From an optimization exercise on the open Yosys and OpenROAD flow, aimed at small area; shortcuts taken in it are not production practice.
Function was checked by simulation only, so behaviour that the tests miss may differ from the original.
Power figures rest on the tool's default switching activity, not on a simulated workload.

## wb_top
module wb_top (
    input  logic                            clk,
    input  logic                            reset,
    input  logic                            stall,
    input  logic                            flush,
    input  logic [mips_pkg::data_w-1:0]     m_instr,
    input  logic [mips_pkg::data_w-1:0]     m_pc,
    input  logic [mips_pkg::data_w-1:0]     m_alu_out,
    input  logic [mips_pkg::data_w-1:0]     m_dm_out,
    input  logic [mips_pkg::reg_addr_w-1:0] rs_addr,
    input  logic [mips_pkg::reg_addr_w-1:0] rt_addr,
    output logic [mips_pkg::data_w-1:0]     rs_data,
    output logic [mips_pkg::data_w-1:0]     rt_data,
    output logic [mips_pkg::reg_addr_w-1:0] w_fwd_addr,
    output logic [mips_pkg::data_w-1:0]     w_fwd_data
);
Size: roughly 2400 cells after synthesis, ~0.042 mm^2 of cells after synthesis.
clock: 7.0 ns
lec_check: 0
cap_margin: 0
core_margin: 2
core_utilization: 45
gpl_timing_driven: 0
slew_margin: 0
synth_hierarchical: 1
synth_minimum_keep_size: 0
standard.sh (not shown) runs the stock make flow with config.mk's settings and CLKGATE_MAP_FILE= SYNTH_SCRIPT=/design/flow/synth_recipe.tcl, a recipe that flattens the netlist after the stock synthesis.
==> flow/flow/run.sh <==
#!/bin/bash
# Standard synthesis and layout, with these changes to the layout: the port
# buffers are the smallest buffer cell, and clock tree synthesis clusters more
# flip-flops per leaf buffer, uses small clock buffers and adds no dummy loads.
set -euo pipefail
bash standard.sh synth > synth.log 2>&1
export BUFFER_PORTS_ARGS="-buffer_cell sky130_fd_sc_hd__buf_1"
export CTS_ARGS="-sink_clustering_enable -repair_clock_nets -dont_use_dummy_load -sink_clustering_size 15 -sink_clustering_max_diameter 60 -buf_list {sky130_fd_sc_hd__clkbuf_8}"
bash standard.sh > layout.log 2>&1
Then changed:
- CAP_MARGIN: 0 -> 5
- GPL_TIMING_DRIVEN: 0 -> unset
- PLACE_DENSITY: unset -> 0.76
- SLEW_MARGIN: 0 -> 5
After rerunning: Design area shrinks by about 4.7%. Via count shrinks by about 1.9%. Worst setup slack gets better by 420 ps. Total power shrinks by 1.9%. Global-route usage shrinks by 3.0 points.
Then changed:
- PLACE_DENSITY: 0.76 -> 0.72
Via count rises by 1.7%.
Design area is about the same.
Utilization stays flat.
Power came out higher by 0.95%.
Routed wire length increases by 5.0%.
Clock-buffer cell count is higher by 4.
Critical path depth does not change.
Synthesized cell count is unchanged.
Sequential power is about the same.
Non-clock buffer count increases by 23.

* * *

Setup of lane 1:
wb_top again, from the RTL that the note above started with.
==> flow/config.mk <==
export PLATFORM = sky130hd
export DESIGN_NAME = wb_top
export DESIGN_NICKNAME = wb_top
export VERILOG_FILES = /design/flow/design.v
export SDC_FILE = /design/flow/constraint.sdc
export NUM_CORES = 4
export LEC_CHECK = 0
export CAP_MARGIN = 20
export CORE_MARGIN = 2
export CORE_UTILIZATION = 45
export SLEW_MARGIN = 20
export SYNTH_HIERARCHICAL = 1
export SYNTH_MINIMUM_KEEP_SIZE = 0
==> flow/constraint.sdc <==
create_clock -name core_clock -period 7.0 [get_ports {clk}]
set_input_delay 1.4000 -clock core_clock [delete_from_list [all_inputs] [get_ports {clk}]]
set_output_delay 1.4000 -clock core_clock [all_outputs]
set_load 0.01 [all_outputs]
Scripts as last shown in full above: flow/flow/run.sh
Lane 1 did not stop at any stage, and its layout met the timing, DRC and antenna checks.
#### Input delta (lane 2 over lane 1)
- putting PLACE_DENSITY at 0.8 where nothing was set
- swapping 20 for 10 in CAP_MARGIN
- swapping 20 for 10 in SLEW_MARGIN
[summary]
- Per the final summary, lane 2 finished and its layout is clean on timing, DRC and antenna.
- Lane 1 | status: complete | timing, DRC, antenna: pass
- Of lane 1 and lane 2, the higher clock transition time at the flip-flop clock pins of the worst setup and hold paths belongs to lane 1.
- Against lane 1, lane 2 comes in 1.3 points lower on area growth from synthesis to final layout.
- Lane 2: clock network power share 1.1 points below lane 1

* * *

build 37:
wb_top again, from the RTL that the note above started with.
Settings: LEC_CHECK=0, CAP_MARGIN=0, CORE_MARGIN=2, CORE_UTILIZATION=45, SLEW_MARGIN=0, SYNTH_HIERARCHICAL=1, SYNTH_MINIMUM_KEEP_SIZE=0; clock period 7.0 ns.
==> flow/flow/run.sh <==
#!/bin/bash
# Standard synthesis and layout, with these changes to the layout: the port
# buffers are the smallest buffer cell, and clock tree synthesis clusters more
# flip-flops per leaf buffer, uses small clock buffers and adds no dummy loads.
set -euo pipefail
bash standard.sh synth > synth.log 2>&1
export BUFFER_PORTS_ARGS="-buffer_cell sky130_fd_sc_hd__buf_1"
export CTS_ARGS="-sink_clustering_enable -repair_clock_nets -dont_use_dummy_load -sink_clustering_size 30 -sink_clustering_max_diameter 80 -buf_list {sky130_fd_sc_hd__clkbuf_16}"
bash standard.sh > layout.log 2>&1
Having completed the whole flow, build 37 delivered a layout that passed the timing, DRC and antenna checks.
### build 37 -> build 46
diff --git a/flow/flow/run.sh b/flow/flow/run.sh
--- a/flow/flow/run.sh
+++ b/flow/flow/run.sh
@@ -7,3 +7,3 @@
 export BUFFER_PORTS_ARGS="-buffer_cell sky130_fd_sc_hd__buf_1"
-export CTS_ARGS="-sink_clustering_enable -repair_clock_nets -dont_use_dummy_load -sink_clustering_size 30 -sink_clustering_max_diameter 80 -buf_list {sky130_fd_sc_hd__clkbuf_16}"
+export CTS_ARGS="-sink_clustering_enable -repair_clock_nets -dont_use_dummy_load -sink_clustering_size 15 -sink_clustering_max_diameter 60 -buf_list {sky130_fd_sc_hd__clkbuf_8}"
 bash standard.sh > layout.log 2>&1
Total routed wirelength (build 46 vs. build 37) increases slightly
Build 37 → build 46: shortest clock period the worst path allows after layout now sits lower, routed metal-1 wire length level, power in the clock group shrank by about 2%, fraction of final layout cells sized beyond drive strength 1 went up 1.2 points, worst-margin pin slew dropped 0.041 ns.
Final worst-path setup slack: build 46 vs build 37 up 0.011 ns
Sort build 46 and build 37 by count of clock-buffer cells in the layout, ascending, and build 37 comes first.
For die area, build 37 and build 46 come out practically identical.
Setup changes, build 46 to build 69
- PLACE_DENSITY now 0.72, previously not set
- CAP_MARGIN now 10, was 0
- SLEW_MARGIN now 10, was 0
==> notes.md <==
Synthesis-to-layout area growth ended up 0.50 points lower on build 69 than on build 46. NOTE highest clock frequency the design can meet build 46->build 69 decreased slightly. Comparing build 69 against build 46, there is no change at all in number of gates on the worst path with buffers counted. Comparing build 69 with build 46, the clock latency of the later-clocked register in the worst-skew pair came out essentially unchanged. There was hardly any difference in total power between build 46 and build 69. Final core utilization: build 69 vs build 46 down 0.22 points. Between build 69 and build 46, wire length after detailed routing is lower for build 69, build 46 comes in above that. Build 46 -> build 69: area of all placed cells without fillers decreased slightly. In build 69 relative to build 46, wire length on met2 had gone down by a little under 10%.

==> afterwards: timing with drivers on the ports <==
No port has a modelled driver above. Below, the same layouts with a new extraction and two added sets of constraints.
Step 1: set_driving_cell puts a clkbuf_16 on clk and a buf_2 on each other input, an assumption about the parent block.
Step 2 adds t to the input delays and takes it off the output delays; t is the mean of the earliest and latest rising clock arrival at the registers after step 1. Input paths then give back, and output paths get back, about the clock's delay inside the block.
Slacks: no drivers / after step 1 / after step 2; pairs: no drivers / after step 1.
| run | t, ns | setup slack, ns | hold WS [ns] | pins driven straight from the clock port |
|---|---|---|---|---|
| the first run of note 1 | 0.772 | 0.749 / 0.724 / 0.724 | 0.543 / 0.543 / 0.543 | 1 |
| the second run of note 1 | 0.743 | 1.171 / 1.094 / 1.094 | 0.524 / 0.524 / 0.524 | 1 |
| the third run of note 1 | 0.746 | 1.199 / 1.094 / 1.094 | 0.546 / 0.546 / 0.546 | 1 |
| lane 1 | 0.752 | 1.198 / 1.090 / 1.090 | 0.541 / 0.541 / 0.541 | 1 |
| lane 2 | 0.769 | 1.147 / 1.017 / 1.017 | 0.534 / 0.534 / 0.534 | 1 |
| build 37 | 0.679 | 1.193 / 1.093 / 1.093 | 0.529 / 0.529 / 0.529 | 1 |
| build 46 | 0.764 | 1.204 / 1.106 / 1.106 | 0.529 / 0.529 / 0.529 | 1 |
| build 69 | 0.751 | 1.169 / 1.029 / 1.029 | 0.546 / 0.546 / 0.546 | 1 |
After both steps setup and hold are still met in every run listed. The setup slack of build 69, which loses most, moves by -0.140 ns with the drivers and by -0.140 ns with both steps.
